This design comes from an exercise in tuning for small area on the open sky130 flow, not from production work.
In this exercise RTL edits were held to simulation tests only and were not proved equivalent to the original.
No driver is modelled on the clock port, so clocking that relies on it looks cheaper here than on a real chip.
No activity file was given, so power comes from the tool's default toggle rates.

### config.mk
export PLATFORM = sky130hd
export DESIGN_NAME = reg_file
export DESIGN_NICKNAME = reg_file
export VERILOG_FILES = /design/flow/design.v
export SDC_FILE = /design/flow/constraint.sdc
export NUM_CORES = 4
export LEC_CHECK = 0
export CAP_MARGIN = 20
export CELL_PAD_IN_SITES_DETAIL_PLACEMENT = 1
export CELL_PAD_IN_SITES_GLOBAL_PLACEMENT = 2
export CORE_MARGIN = 2
export CORE_UTILIZATION = 40
export GPL_TIMING_DRIVEN = 0
export SLEW_MARGIN = 20
export SYNTH_HIERARCHICAL = 1
### constraint.sdc
create_clock -name core_clock -period 8.0 [get_ports {clk}]
set_input_delay 1.6000 -clock core_clock [delete_from_list [all_inputs] [get_ports {clk}]]
set_output_delay 1.6000 -clock core_clock [all_outputs]
set_load 0.01 [all_outputs]
### design.v
module reg_file #(
   parameter int DATA_WIDTH = 32,
   parameter int ADDR_WIDTH = 5
) (
   input  logic                  clk,
   input  logic                  rst_n,
   input  logic [DATA_WIDTH-1:0] sbus_in,
   input  logic [ADDR_WIDTH-1:0] write_select,
   input  logic [ADDR_WIDTH-1:0] sbus_select,
   input  logic [ADDR_WIDTH-1:0] alu_select,
   output logic [DATA_WIDTH-1:0] sbus_out,
   output logic [DATA_WIDTH-1:0] alu_out
);
   localparam int N = 2 ** ADDR_WIDTH;
   logic [N-1:1][DATA_WIDTH-1:0] regs;
   logic [N-1:1][DATA_WIDTH-1:0] regs_d;
   logic [N-1:1] wen, wen_n, rs, ra, wdec_n, hold_n;
   rf_dec_en u_dws (.s(write_select), .en(rst_n), .y_n(wdec_n));
   rf_dec u_dss (.s(sbus_select), .y(rs));
   rf_dec u_das (.s(alu_select), .y(ra));
   for (genvar i = 1; i < N; i++) begin : g_wl
      rf_inv   u_w (.a(wdec_n[i]), .y(wen[i]));
      rf_nand2 u_h (.a(rst_n), .b(wdec_n[i]), .y(hold_n[i]));
      rf_inv   u_n (.a(hold_n[i]), .y(wen_n[i]));
   end
   for (genvar i = 1; i < N; i++) begin : g_row
      for (genvar b = 0; b < DATA_WIDTH; b++) begin : g_bit
         rf_ao22 u_next (.a1(regs[i][b]), .a2(wen_n[i]), .b1(sbus_in[b]), .b2(wen[i]), .y(regs_d[i][b]));
      end
   end
   always_ff @(posedge clk) regs <= regs_d;
   for (genvar b = 0; b < DATA_WIDTH; b++) begin : g_rd
      logic [N-1:1] col;
      for (genvar i = 1; i < N; i++) begin : g_col
         assign col[i] = regs[i][b];
      end
      rf_read u_s (.q(col), .s(rs), .y(sbus_out[b]));
      rf_read u_a (.q(col), .s(ra), .y(alu_out[b]));
   end
endmodule
module rf_dec_en (
   input  logic [4:0]  s,
   input  logic        en,
   output logic [31:1] y_n
);
   logic [4:0] sn;
   logic [3:0] lo;
   logic [7:0] hi;
   for (genvar j = 0; j < 5; j++) begin : g_inv
      rf_inv u (.a(s[j]), .y(sn[j]));
   end
   for (genvar j = 0; j < 4; j++) begin : g_lo
      rf_nor2 u (.a(j[0] ? sn[0] : s[0]), .b(j[1] ? sn[1] : s[1]), .y(lo[j]));
   end
   for (genvar k = 0; k < 8; k++) begin : g_hi
      rf_and4 u (.a(k[0] ? s[2] : sn[2]), .b(k[1] ? s[3] : sn[3]), .c(k[2] ? s[4] : sn[4]),
                 .d(en), .y(hi[k]));
   end
   for (genvar i = 1; i < 32; i++) begin : g_out
      rf_nand2 u (.a(lo[i % 4]), .b(hi[i / 4]), .y(y_n[i]));
   end
endmodule
module rf_dec (
   input  logic [4:0]  s,
   output logic [31:1] y
);
   logic [4:0] sn;
   logic [3:0] lo;
   logic [7:0] hi;
   logic [31:1] y_n;
   for (genvar j = 0; j < 5; j++) begin : g_inv
      rf_inv u (.a(s[j]), .y(sn[j]));
   end
   for (genvar j = 0; j < 4; j++) begin : g_lo
      rf_nor2 u (.a(j[0] ? sn[0] : s[0]), .b(j[1] ? sn[1] : s[1]), .y(lo[j]));
   end
   for (genvar k = 0; k < 8; k++) begin : g_hi
      rf_and3 u (.a(k[0] ? s[2] : sn[2]), .b(k[1] ? s[3] : sn[3]), .c(k[2] ? s[4] : sn[4]),
                 .y(hi[k]));
   end
   for (genvar i = 1; i < 32; i++) begin : g_out
      rf_nand2 u_n (.a(lo[i % 4]), .b(hi[i / 4]), .y(y_n[i]));
      rf_inv   u_i (.a(y_n[i]), .y(y[i]));
   end
endmodule
module rf_read (
   input  logic [31:1] q,
   input  logic [31:1] s,
   output logic        y
);
   logic [10:0] g;
   logic [2:0]  h;
   for (genvar k = 0; k < 10; k++) begin : g_aoi
      rf_aoi222 u (.a1(q[3*k+1]), .a2(s[3*k+1]), .b1(q[3*k+2]), .b2(s[3*k+2]),
                   .c1(q[3*k+3]), .c2(s[3*k+3]), .y(g[k]));
   end
   rf_nand2 u_n31 (.a(q[31]), .b(s[31]), .y(g[10]));
   rf_nand4 u_h0 (.a(g[0]), .b(g[1]), .c(g[2]), .d(g[3]), .y(h[0]));
   rf_nand3 u_h1 (.a(g[4]), .b(g[10]), .c(g[5]), .y(h[1]));
   rf_nand4 u_h2 (.a(g[6]), .b(g[7]), .c(g[8]), .d(g[9]), .y(h[2]));
   rf_or3   u_o  (.a(h[0]), .b(h[1]), .c(h[2]), .y(y));
endmodule
module rf_ao22 (input logic a1, a2, b1, b2, output logic y);
   assign y = (a1 & a2) | (b1 & b2);
endmodule
module rf_aoi222 (input logic a1, a2, b1, b2, c1, c2, output logic y);
   assign y = ~((a1 & a2) | (b1 & b2) | (c1 & c2));
endmodule
module rf_inv (input logic a, output logic y);
   assign y = ~a;
endmodule
module rf_nor2 (input logic a, b, output logic y);
   assign y = ~(a | b);
endmodule
module rf_and3 (input logic a, b, c, output logic y);
   assign y = a & b & c;
endmodule
module rf_and4 (input logic a, b, c, d, output logic y);
   assign y = a & b & c & d;
endmodule
module rf_nand2 (input logic a, b, output logic y);
   assign y = ~(a & b);
endmodule
module rf_nand3 (input logic a, b, c, output logic y);
   assign y = ~(a & b & c);
endmodule
module rf_nand4 (input logic a, b, c, d, output logic y);
   assign y = ~(a & b & c & d);
endmodule
module rf_or3 (input logic a, b, c, output logic y);
   assign y = a | b | c;
endmodule
### flow/run.sh
#!/bin/bash
# The standard layout (standard.sh) with settings that ORFS reads from the environment:
#  - the register bits placed as a regular array around global placement (place_array.tcl),
#  - small port buffers, and no large buffers in repair (dont_use.tcl, dont_use_late.tcl),
#  - inv_2 (same area as inv_1) driving the long register lines (line_drivers.tcl),
#  - a clock tree of clkbuf_4 without dummy loads.
# Synthesis is the standard one, run unchanged.
set -euo pipefail
W=$(pwd)
F=$W/flow
bash standard.sh synth > $W/synth.log 2>&1
export PRE_GLOBAL_PLACE_SKIP_IO_TCL=$F/array_fix.tcl
export PRE_GLOBAL_PLACE_TCL=$F/array_fix_du.tcl
export POST_GLOBAL_PLACE_TCL=$F/array_release.tcl
export PRE_RESIZE_TCL=$F/resize_pre.tcl
export PRE_CTS_TCL=$F/dont_use.tcl
export PRE_GLOBAL_ROUTE_TCL=$F/dont_use_late.tcl
export BUFFER_PORTS_ARGS="-buffer_cell sky130_fd_sc_hd__buf_1"
export CTS_ARGS="-sink_clustering_enable -repair_clock_nets -dont_use_dummy_load -buf_list {sky130_fd_sc_hd__clkbuf_4} -sink_clustering_size 9 -sink_clustering_max_diameter 40"
bash standard.sh finish > $W/layout.log 2>&1
### flow/array_fix.tcl
# hook: place the bit-cell array and hold it while the global placer places the rest
set ::ARRAY_MODE fix
source [file join [file dirname [info script]] place_array.tcl]
### flow/array_fix_du.tcl
# hook: as array_fix.tcl, and keep the resizer off the large buffers
source [file join [file dirname [info script]] dont_use.tcl]
set ::ARRAY_MODE fix
source [file join [file dirname [info script]] place_array.tcl]
### flow/array_release.tcl
# hook: let detailed placement legalize the array cells
set ::ARRAY_MODE release
source [file join [file dirname [info script]] place_array.tcl]
### flow/dont_use.tcl
set_dont_use {sky130_fd_sc_hd__buf_6 sky130_fd_sc_hd__buf_8 sky130_fd_sc_hd__buf_12 sky130_fd_sc_hd__buf_16 sky130_fd_sc_hd__bufbuf_8 sky130_fd_sc_hd__bufbuf_16 sky130_fd_sc_hd__clkdlybuf4s*}
### flow/dont_use_late.tcl
# After clock tree synthesis: as dont_use.tcl, and keep repair off the clock buffers as well
# (the resizer otherwise picks clkbuf_8/16 as plain buffers).
source [file join [file dirname [info script]] dont_use.tcl]
set_dont_use {sky130_fd_sc_hd__clkbuf_8 sky130_fd_sc_hd__clkbuf_16}
### flow/line_drivers.tcl
# Drive the long register lines (select, write-enable and hold lines, 32 loads each) with inv_2
# rather than inv_1: the same area, twice the drive, so repair needs no buffers on them.
foreach inst [[ord::get_db_block] getInsts] {
  if {[[$inst getMaster] getName] ne "sky130_fd_sc_hd__inv_1"} { continue }
  set out [$inst findITerm Y]
  if {$out eq "NULL" || [$out getNet] eq "NULL"} { continue }
  if {[llength [[$out getNet] getITerms]] > 16} {
    replace_cell [$inst getName] sky130_fd_sc_hd__inv_2
  }
}
### flow/place_array.tcl
# place_array.tcl: place the register file's bit cells as a regular array.
#
# Sourced by run.sh's hooks around global placement. It finds, by connectivity from the
# flip-flops regs[k] (register k/32+1, bit k%32), each register bit's next-state gate and the
# read gates and read-tree gates of each bit, and places them in bands: one band of three rows
# per data bit, one tile per group of three registers. Everything else (decoders, write data,
# port buffers, repair buffers) is left to the global placer.
#
# ARRAY_MODE fix: place the array cells and mark them FIRM so global placement works around them.
# ARRAY_MODE release: mark them PLACED again so detailed placement may legalize them.

set blk [ord::get_db_block]
set site_w 460
set row_h 2720

proc arr_driver {net} {
  foreach it [$net getITerms] {
    if {[$it isOutputSignal]} { return [$it getInst] }
  }
  return ""
}

proc arr_loads {net} {
  set l {}
  foreach it [$net getITerms] {
    if {[$it isInputSignal]} { lappend l [$it getInst] }
  }
  return $l
}

proc arr_out_net {inst} {
  foreach it [$inst getITerms] {
    if {[$it isOutputSignal]} { return [$it getNet] }
  }
  return ""
}

# the output port a read gate feeds, following up to four gates or buffers
proc arr_port_of {inst} {
  set cur $inst
  for {set d 0} {$d < 5} {incr d} {
    set n [arr_out_net $cur]
    if {$n eq ""} { return "" }
    foreach bt [$n getBTerms] { return [$bt getName] }
    set l [arr_loads $n]
    if {[llength $l] != 1} { return "" }
    set cur [lindex $l 0]
  }
  return ""
}

set flop {}
foreach inst [$blk getInsts] {
  if {[regexp {^regs\\?\[(\d+)\\?\]} [$inst getName] -> k]} {
    dict set flop $k $inst
  }
}

if {[dict size $flop] != 992} {
  puts "place_array: found [dict size $flop] flip-flops, expected 992; leaving placement alone"
  return
}

# cells: list of {inst band tile row site}
set cells {}
set tree_done {}
set read_done {}
dict for {k f} $flop {
  set i [expr {$k / 32 + 1}]
  set b [expr {$k % 32}]
  set g [expr {($i - 1) / 3}]
  set r [expr {($i - 1) % 3}]
  # tiles left to right: groups 0-4, register 31 with the read trees' last gates, groups 5-9
  set t [expr {$g < 5 ? $g : ($g == 10 ? 5 : $g + 1)}]
  lappend cells [list $f $b $t $r 0]
  set d [arr_driver [[$f findITerm D] getNet]]
  if {$d ne ""} { lappend cells [list $d $b $t $r 18] }
  foreach rg [arr_loads [[$f findITerm Q] getNet]] {
    if {$rg eq $d || [dict exists $read_done [$rg getName]]} { continue }
    dict set read_done [$rg getName] 1
    set port [arr_port_of $rg]
    set pi [expr {[string match "alu_out*" $port] ? 1 : 0}]
    if {$g == 10} {
      lappend cells [list $rg $b 5 0 [expr {27 + 5 * $pi}]]
    } else {
      lappend cells [list $rg $b $t $pi 27]
    }
    # the read tree: first gate after the read gate, and the final gate after it
    set l1 [arr_loads [arr_out_net $rg]]
    if {[llength $l1] != 1} { continue }
    set n1 [lindex $l1 0]
    if {![dict exists $tree_done [$n1 getName]]} {
      dict set tree_done [$n1 getName] 1
      # first-level tree gates: groups 0-3 in tile 2 and groups 6-9 in tile 8 (row 2),
      # groups 4, 5 and register 31 in the middle tile (row 1)
      if {$g <= 3} {
        lappend cells [list $n1 $b 2 2 [expr {27 + 7 * $pi}]]
      } elseif {$g >= 6 && $g <= 9} {
        lappend cells [list $n1 $b 8 2 [expr {27 + 7 * $pi}]]
      } else {
        lappend cells [list $n1 $b 5 1 [expr {14 + 6 * $pi}]]
      }
      set l2 [arr_loads [arr_out_net $n1]]
      if {[llength $l2] == 1} {
        set n2 [lindex $l2 0]
        if {![dict exists $tree_done [$n2 getName]]} {
          dict set tree_done [$n2 getName] 1
          lappend cells [list $n2 $b 5 1 [expr {7 * $pi}]]
        }
      }
    }
  }
}

# geometry: bands of 3 rows, a 4-row channel after band 15; tiles of TW sites
set TW 40
set CH 4
set core [$blk getCoreArea]
set rows [$blk getRows]
set nrows [llength $rows]
set need_rows [expr {32 * 3 + $CH}]
set row0 [expr {($nrows - $need_rows) / 2}]
if {$row0 < 0} { set row0 0 }
set row_list {}
foreach row $rows { lappend row_list [list [lindex [$row getOrigin] 1] [$row getOrient] [lindex [$row getOrigin] 0]] }
set row_list [lsort -integer -index 0 $row_list]
set core_w [expr {[$core xMax] - [$core xMin]}]
set arr_w [expr {11 * $TW * $site_w}]
set x0 [expr {[lindex [lindex $row_list 0] 2] + (($core_w - $arr_w) / 2 / $site_w) * $site_w}]
if {$x0 < [$core xMin]} { set x0 [lindex [lindex $row_list 0] 2] }

set mode fix
if {[info exists ::env(ARRAY_MODE)]} { set mode $::env(ARRAY_MODE) }
if {[info exists ::ARRAY_MODE]} { set mode $::ARRAY_MODE }

set n 0
foreach c $cells {
  lassign $c inst b t r s
  if {$mode eq "release"} {
    $inst setPlacementStatus PLACED
    continue
  }
  set ri [expr {$row0 + 3 * $b + $r + ($b >= 16 ? $CH : 0)}]
  if {$ri >= $nrows} { set ri [expr {$nrows - 1}] }
  lassign [lindex $row_list $ri] y orient
  set x [expr {$x0 + ($t * $TW + $s) * $site_w}]
  $inst setOrient $orient
  $inst setLocation $x $y
  $inst setPlacementStatus FIRM
  incr n
}
puts "place_array: $mode [llength $cells] cells"
### flow/resize_pre.tcl
# hook before repair_design: keep off the large buffers, and give the long lines inv_2 drivers
source [file join [file dirname [info script]] dont_use.tcl]
source [file join [file dirname [info script]] line_drivers.tcl]
### standard.sh
#!/bin/bash
# synth_recipe.tcl (not shown) runs the flow's synth.tcl, then flattens the netlist and writes it again
# the make line also repeats each setting of config.mk as NAME=value (left out here)
make -C /OpenROAD-flow-scripts/flow DESIGN_CONFIG=/design/flow/config.mk WORK_HOME=/design/flow/orfs CLKGATE_MAP_FILE= SYNTH_SCRIPT=/design/flow/synth_recipe.tcl "${@:-finish}"
==> results of run 1 <==
-- metrics by stage --
stage | hold slack (ns) | total power, W | instance area, sq um | setup WS (ns) | util [%]
5_1_grt | 0.539 | 0.00814 | 41000 | 1.82 | 43.8
2_1_floorplan | 0.477 | 0.00534 | 37900 | 3.35 | -
3_5_place_dp | 0.498 | 0.00558 | 39900 | 2.16 | 42.7
4_1_cts | 0.519 | 0.00788 | 41000 | 2.15 | 43.8
6_report | 0.515 | 0.00789 | 41000 | 1.87 | 43.8
3_3_place_gp | 0.506 | 0.00553 | 39900 | 1.98 | 42.6
-- logic make-up (layout without fill, tap and decap cells) --
group	after synthesis	count (layout)
other cells	0	18
compound gates	1632	1632
flops	992	992
buf+inv	139	387
simple gates	480	480
-- routing by layer --
layer  up-vias  wire [microns]
met4        26            5160
met5         -             165
met3       481           19400
li1      15247               -
met1     17662           55200
met2      3067           65300
-- per-module statistics from Yosys (local to each module, per instance), excerpt --
module	copies in the design	flops+latches	cells
rf_or3	64	0	1
rf_nand2	188	0	1
rf_and4	8	0	1
rf_nor2	12	0	1
rf_and3	16	0	1
rf_ao22	992	0	1
rf_nand4	128	0	1
-- power breakdown --
group	switching [W]	leakage [nW]	total (W)	internal, W
Sequential	0.0000565	8.01	0.00506	0.00500
Clock	0.00161	0.626	0.00239	0.000784
Combinational	0.000354	6.61	0.000439	0.0000848
Total	0.00202	15.2	0.00789	0.00587
-- cell type report --
class | instances | area [sq um] | share of cell area (%)
antenna | 18 | 45.0 | 0.110
inverter | 139 | 522 | 1.27
clock buffer | 136 | 1020 | 2.49
timing repair buffer | 112 | 462 | 1.13
tap | 1254 | 1570 | 3.83
multi-input combinational | 2112 | 17500 | 42.8
sequential | 992 | 19900 | 48.4
-- final timing paths --
check        cells after the start            to
min                              1     regs[982]
max                              9  sbus_out[18]
min reg2reg                      1     regs[982]
max reg2reg                      1     regs[197]
-- cells in the mapped netlist (all sizes together) --
cell / instances / area share [%]
a222oi: 640 / 17
a22o: 992 / 23
and3: 16 / 0.26
and4: 8 / 0.18
dfxtp: 992 / 52
inv: 139 / 1.4
nand2: 188 / 1.9
nand3: 64 / 0.84
nand4: 128 / 2.1
nor2: 12 / 0.12
or3: 64 / 1.1
==> impl_results.md, run 1 <==
* Status: timing/DRC/antenna clean
* GR Util met1 at a little over a third
* CP arrival at about 4.5 ns
* Fin. max-slew vios at 0
* Synth-to-layout area growth at 8.17%
* Crit Path Class: primary input to output pin
* Clock Skew at 0 ns
* Vias in the first global route at 35.3k
* Clock Latency Late Sink at 1.02 ns
* GR Layer Usage met2 at roughly 45%
* Crit path max fanout at 32
* Via count at 36.5k
* Largest family of logic cells by synthesized area: compound AO/OA/AOI/OAI gates
* Synth cell types at 11
* Cell Rows at 112
* Sequential-to-total area share from yosys stat at a little over half
* CP endpoint kind: output pin
* #FFs+latches synth at 992
* Period utilization at around three quarters
* Nets@finish at roughly 3.5k
* Starting Density at between 40% and 50%
* Critical Path Max Stage Delay at 0.85 ns
* Syn Inst Count at roughly 3.2k
* Most frequent cells in the layout: 992 x a22o_1, 992 x dfxtp_1, 640 x a222oi_1
* Pwr per Cell Area at 192 nW/um^2
* Final wirelength at 145,000 microns
* Critical path's top delay family: simple AND/OR/NAND/NOR gates
* Mean Syn Cell Area at 11.7 sq um
* Clk slew on worst S/H paths at 0.08 ns
* P_leak at 15.2 nW
* Most common cell on crit path: buf_1
* Reg-to-reg slack, setup at roughly 7 ns
* Post-Synth Adder-Cell Area at 0%
* DR iter-0 viols at around 7.6k
* Xor-xnor portion of the synthesized cell area at 0%
* Remaining antenna violation count at 0
* Number of setup violations in the final report at 0
* Ports at 113
* Fmax at roughly 160 MHz
* Post-synthesis mux area share at 0%
* Maxcap violations at 0
* Critical Path RT at about 6.4 ns
* Via density at around 7.7
* Die area at approximately 100,000 sq um
* CTS tree: done
* CP Buf/Inv Count at 4
* DR pass1 iterations at 11
* Final hold violation count at 0
* Cell breakdown of the critical path: buf_1 -> inv_1 -> nor2_1 -> nand2_1 -> inv_2 -> a222oi_1 -> nand4_1 -> or3_1 -> buf_1
* Slowest stage cell, crit path: nor2_1
* Peak VDD IR at about 0.00013 V
* Worst-margin pin slew at around 1.1 ns
* Largest net degree at the start of global routing at 40
* Largest register FFs at 992
* Die height at between 300 and 400 microns
* R2r startpoint: regs[197]
* Post-synthesis compound-gate area fraction at about two fifths
* Most flop-heavy register: regs
* Top Registers: regs: 992 flops
* Die W at just over 300 microns
* Hold Crit Start: regs[982]
* Initial antenna violation count at 27
* Min Tclk post-route at 6.13 ns
* Global route hottest layer: met2
* Num CTS Buffers at 136
* Mapped Nets at ~3.3k
* Beginning of the critical path: sbus_select[0]
* Tot GR Track Use at between 20 and 30%
* WL per Instance at 30.5 microns
* Mapped Area at 37,900 sq um
* Resize count post-CTS at 0
* GRT overflow at 0
* Layout cell share with drive strength beyond 1 at ~8.4%
* Post-synthesis simple-gate area fraction at around 6.4%
* Rel. slew slack at a little under a quarter
* Sinks on Clock Net at around 1,000
* Setup TNS Final at 0 ns
* Layout fillers at between 10k and 15k
* Core Region at 93,600 sq um
* Crit start category: primary input
* Port buffer count at roughly 110
* M3 GR Usage at under 10%
* First-pass GRT wire length at 223,000 microns
* Placed cell count at about 4.6k
* Cell Count, Final, Fillers Out at 4,763
* Synth warn at 7
* RSZ-0062 raised after global routing: false
* Hold Crit Class: flop to flop
* Hold buffer count at CTS at 0
* Detailed-placement wirelength estimate at 105,000 microns
* Post CTS Setup Buffer Count at 0
* DRC viols at 0
==> run 2, diff against run 1 <==
--- a/config.mk
+++ b/config.mk
@@ -10,5 +10,5 @@
 export CELL_PAD_IN_SITES_GLOBAL_PLACEMENT = 2
 export CORE_MARGIN = 2
-export CORE_UTILIZATION = 40
+export CORE_UTILIZATION = 45
 export GPL_TIMING_DRIVEN = 0
 export SLEW_MARGIN = 20
==> impl_results.md, run 2 <==
* R2r startpoint: regs[111]
* Fin. max-slew vios at 0 (unchanged)
* Cell Rows at 106 (-5.4%)
* Period utilization at 76.6% (about the same)
* Setup TNS Final at 0 ns (unchanged)
* Share of the synthesized area in the top cell type at 52.4% (unchanged)
* Status: timing/DRC/antenna clean
* Port buffer count at 112 (unchanged)
* Remaining antenna violation count at 0 (unchanged)
* Area occupied by multi-input gates at 17,500 sq um (unchanged)
* Hold buffer count at CTS at 0 (unchanged)
* Syn Inst Count at 3,243 (unchanged)
* Vias in the first global route at 34.9k (-1.2%)
* Die height at 294 microns (-5.6%)
* Reg2reg path depth at 1 (unchanged)
* Hold Crit Endpoint: regs[982]
* Rel. slew slack at 24.0% (+0.24 points)
* Nets@finish at 3,539 (-0.085%)
* Fmax at 163 MHz (about the same)
* Hold slack final at 0.516 ns (+0.00132 ns)
* Hold Crit Class: flop to flop
* Sequential share of power at 64.4% (+0.3 points)
* Sw frac at 25.4% (-0.16 points)
* Synth top cells by count: 992 x a22o_1, 992 x dfxtp_1, 640 x a222oi_1
* Sequential-to-total area share from yosys stat at 52.4% (unchanged)
* Post-synth EDFFs at 0 (unchanged)
* Synth cell types at 11 (unchanged)
* GRT overflow at 0 (unchanged)
* Die W at 294 microns (-5.6%)
* Ports at 113 (unchanged)
* Largest cells by area after synthesis: dfxtp_1 52%, a22o_1 23%, a222oi_1 17%, nand4_1 2.1%, nand2_1 1.9%
* Crit Path Class: primary input to output pin
* Maxcap violations at 0 (unchanged)
* Gate power share at 5.5% (about the same)
* Num CTS Buffers at 133 (-2.2%)
* Synth warn at 7 (unchanged)
* Post-layout util at 48.8% (+5.0 points)
* Hold path cells at 1 (unchanged)
* Top_reg_cell synth: dfxtp_1
* Async S/R FF share, synth at 0% (unchanged)
* Hold Crit Start: regs[982]
* Crit path max fanout at 32 (unchanged)
* Via density at 7.79 (+1.8%)
* Peak VDD IR at 0.000122 V (-7.1%)
* DR iter-0 viols at 7,452 (-1.4%)
* Die area at 86,600 sq um (-11%)
* CTS tree: done
* DRC viols at 0 (unchanged)
* Final wirelength at 143,000 microns (-1.3%)
* Post CTS Setup Buffer Count at 0 (unchanged)
* Most frequent cells in the layout: 992 x a22o_1, 992 x dfxtp_1, 640 x a222oi_1
* Yosys top cell by area: dfxtp_1
* Min Tclk post-route at 6.12 ns (-0.00316 ns)
* Critical Path RT at 6.40 ns (about the same)
* NetSw at 0.00200 W (-1.1%)
* Resize count post-CTS at 0 (unchanged)
* Largest register FFs at 992 (unchanged)
* CP endpoint kind: output pin
* Mean Syn Cell Area at 11.7 sq um (unchanged)
* Via count at 35.7k (-2.3%)
* CP arrival at 4.52 ns (about the same)
* First-pass GRT wire length at 215,000 microns (-3.7%)
* Crit start category: primary input
* P_leak at 15.2 nW (about the same)
* Worst-margin pin slew at 1.14 ns (-0.00362 ns)
* Layout fillers at 8,544 (-16%)
* Core Region at 83,600 sq um (-11%)
* Mapped Area at 37,900 sq um (unchanged)
* DR pass1 iterations at 15 (+4)
* Mapped Nets at 3,292 (unchanged)
* Int Pwr at 0.00585 W (-0.28%)
* Sinks on Clock Net at 992 (unchanged)
* Clock Power Share at 30.1% (-0.2 points)
* Reg-to-reg slack, setup at 7.23 ns (+0.02 ns)
* Clock Latency Late Sink at 1.00 ns (-0.02 ns)
* Top Registers: regs: 992 flops
* Number of setup violations in the final report at 0 (unchanged)
* Clock Skew at 0 ns (unchanged)
* Largest net degree at the start of global routing at 40 (unchanged)
* RSZ-0062 raised after global routing: false
* Reg area at 19,900 sq um (unchanged)
* Initial antenna violation count at 25 (-7.4%)
* R2r endpoint: regs[111]
* WL per Instance at 31.3 microns (+2.8%)
* Tot GR Track Use at 31.1% (+2.7 points)
* Pwr per Cell Area at 193 nW/um^2 (+0.15%)
* Synth-to-layout area growth at 7.46%
* Detailed-placement wirelength estimate at 102,000 microns (-2.5%)
* Final hold violation count at 0 (unchanged)
* Most flop-heavy register: regs
* Starting Density at 45.4% (+4.9 points)
* Layout cell share with drive strength beyond 1 at 8.31% (-0.079 points)
* Clk slew on worst S/H paths at 0.09 ns (about the same)
* #FFs+latches synth at 992 (unchanged)
==> run 2: how the worst max path moves through the flow <==
stage | start | endpoint | slack [ns]
2_1_floorplan | alu_select[4] | alu_out[0] | 3.35
3_3_place_gp | alu_select[1] | alu_out[14] | 1.93
3_5_place_dp | alu_select[0] | alu_out[14] | 2.19
4_1_cts | alu_select[1] | alu_out[14] | 2.09
5_1_grt | alu_select[1] | alu_out[17] | 1.80
6_report | alu_select[1] | alu_out[14] | 1.88
==> run 2: final cells by class <==
type	count	share of cell area, %
well taps	1080	3.32
multi-input cells	2112	43.0
inverters	139	1.28
clock buffers	133	2.45
diodes	7	0.0430
flip-flops and latches	992	48.7
repair buffers	112	1.13
==> run 2: per-layer routing <==
metal	GRT usage (%)	wire, microns	up-vias
met2	49.9	64200	2723
met4	12.6	6080	32
met1	39.4	54200	17117
met5	0	180	-
met3	9.03	18700	584
li1	-	-	15203
==> run 2: kinds of logic after synthesis <==
logic type	count (synthesis)	share of synthesized area [%]
simple gates	480	6.44
compound gates	1632	39.8
buf+inv	139	1.38
flops	992	52.4
==> run 2: metrics by stage <==
stage / area (sq um) / setup WS, ns / power (W) / instances
after floorplan: 37900 / 3.35 / 0.00534 / 3243
after global placement: 39700 / 1.93 / 0.00553 / 4435
after detailed placement: 39700 / 2.19 / 0.00557 / 4435
after CTS: 40700 / 2.09 / 0.00783 / 4568
after global routing: 40700 / 1.80 / 0.00809 / 4572
final: 40700 / 1.88 / 0.00785 / 4575
==> run 2: power groups by stage <==
stage	sequential, W	combinational (W)	clock (W)
floorplan	0.00515	0.000192	0
global placement	0.00516	0.000375	0
detailed placement	0.00517	0.000401	0
CTS	0.00505	0.000408	0.00237
global route	0.00506	0.000442	0.00259
finish	0.00506	0.000434	0.00236
==> run 2: critical path, stage by stage <==
cell and delay, ns:
buf_1 0.12, inv_1 0.07, nor2_1 0.86, nand2_1 0.23, inv_2 0.53, a222oi_1 0.30, nand4_1 0.27, or3_1 0.15
buf_1 0.37
==> run 2: per-module statistics from Yosys, one instance, submodules excluded, excerpt <==
module | cell area, sq um | flops+latches | cells inside
reg_file | 19900 | 992 | 992
rf_aoi222 | 10.0 | 0 | 1
rf_and4 | 8.76 | 0 | 1
rf_ao22 | 8.76 | 0 | 1
rf_and3 | 6.26 | 0 | 1
rf_nand4 | 6.26 | 0 | 1
rf_or3 | 6.26 | 0 | 1
rf_nand3 | 5.00 | 0 | 1
rf_inv | 3.75 | 0 | 1
rf_nand2 | 3.75 | 0 | 1
rf_nor2 | 3.75 | 0 | 1

afterwards: timing with drivers on the ports:
In the flow no input, the clock included, has a driving cell. The finished layouts below were timed again as built, in two steps.
Step 1 assumes that a clkbuf_16 drives the clock port and a buf_2 every other input.
Step 2 also shifts input and output timing later by t, the mid clock arrival at the registers, as if the neighbouring blocks saw the same clock.
Slacks: ideal ports / drivers / drivers and shift; pairs: ideal ports / drivers.
run	shift t [ns]	setup WS [ns]	worst hold slack (ns)
run 1	1.089	1.872 / 1.846 / 1.846	0.515 / 0.515 / 0.515
run 2	1.046	1.875 / 1.847 / 1.847	0.516 / 0.516 / 0.516
After both steps every run listed still meets setup and hold. For run 2, which loses most, drivers alone change the setup slack by -0.028 ns; drivers and shift together by -0.028 ns.
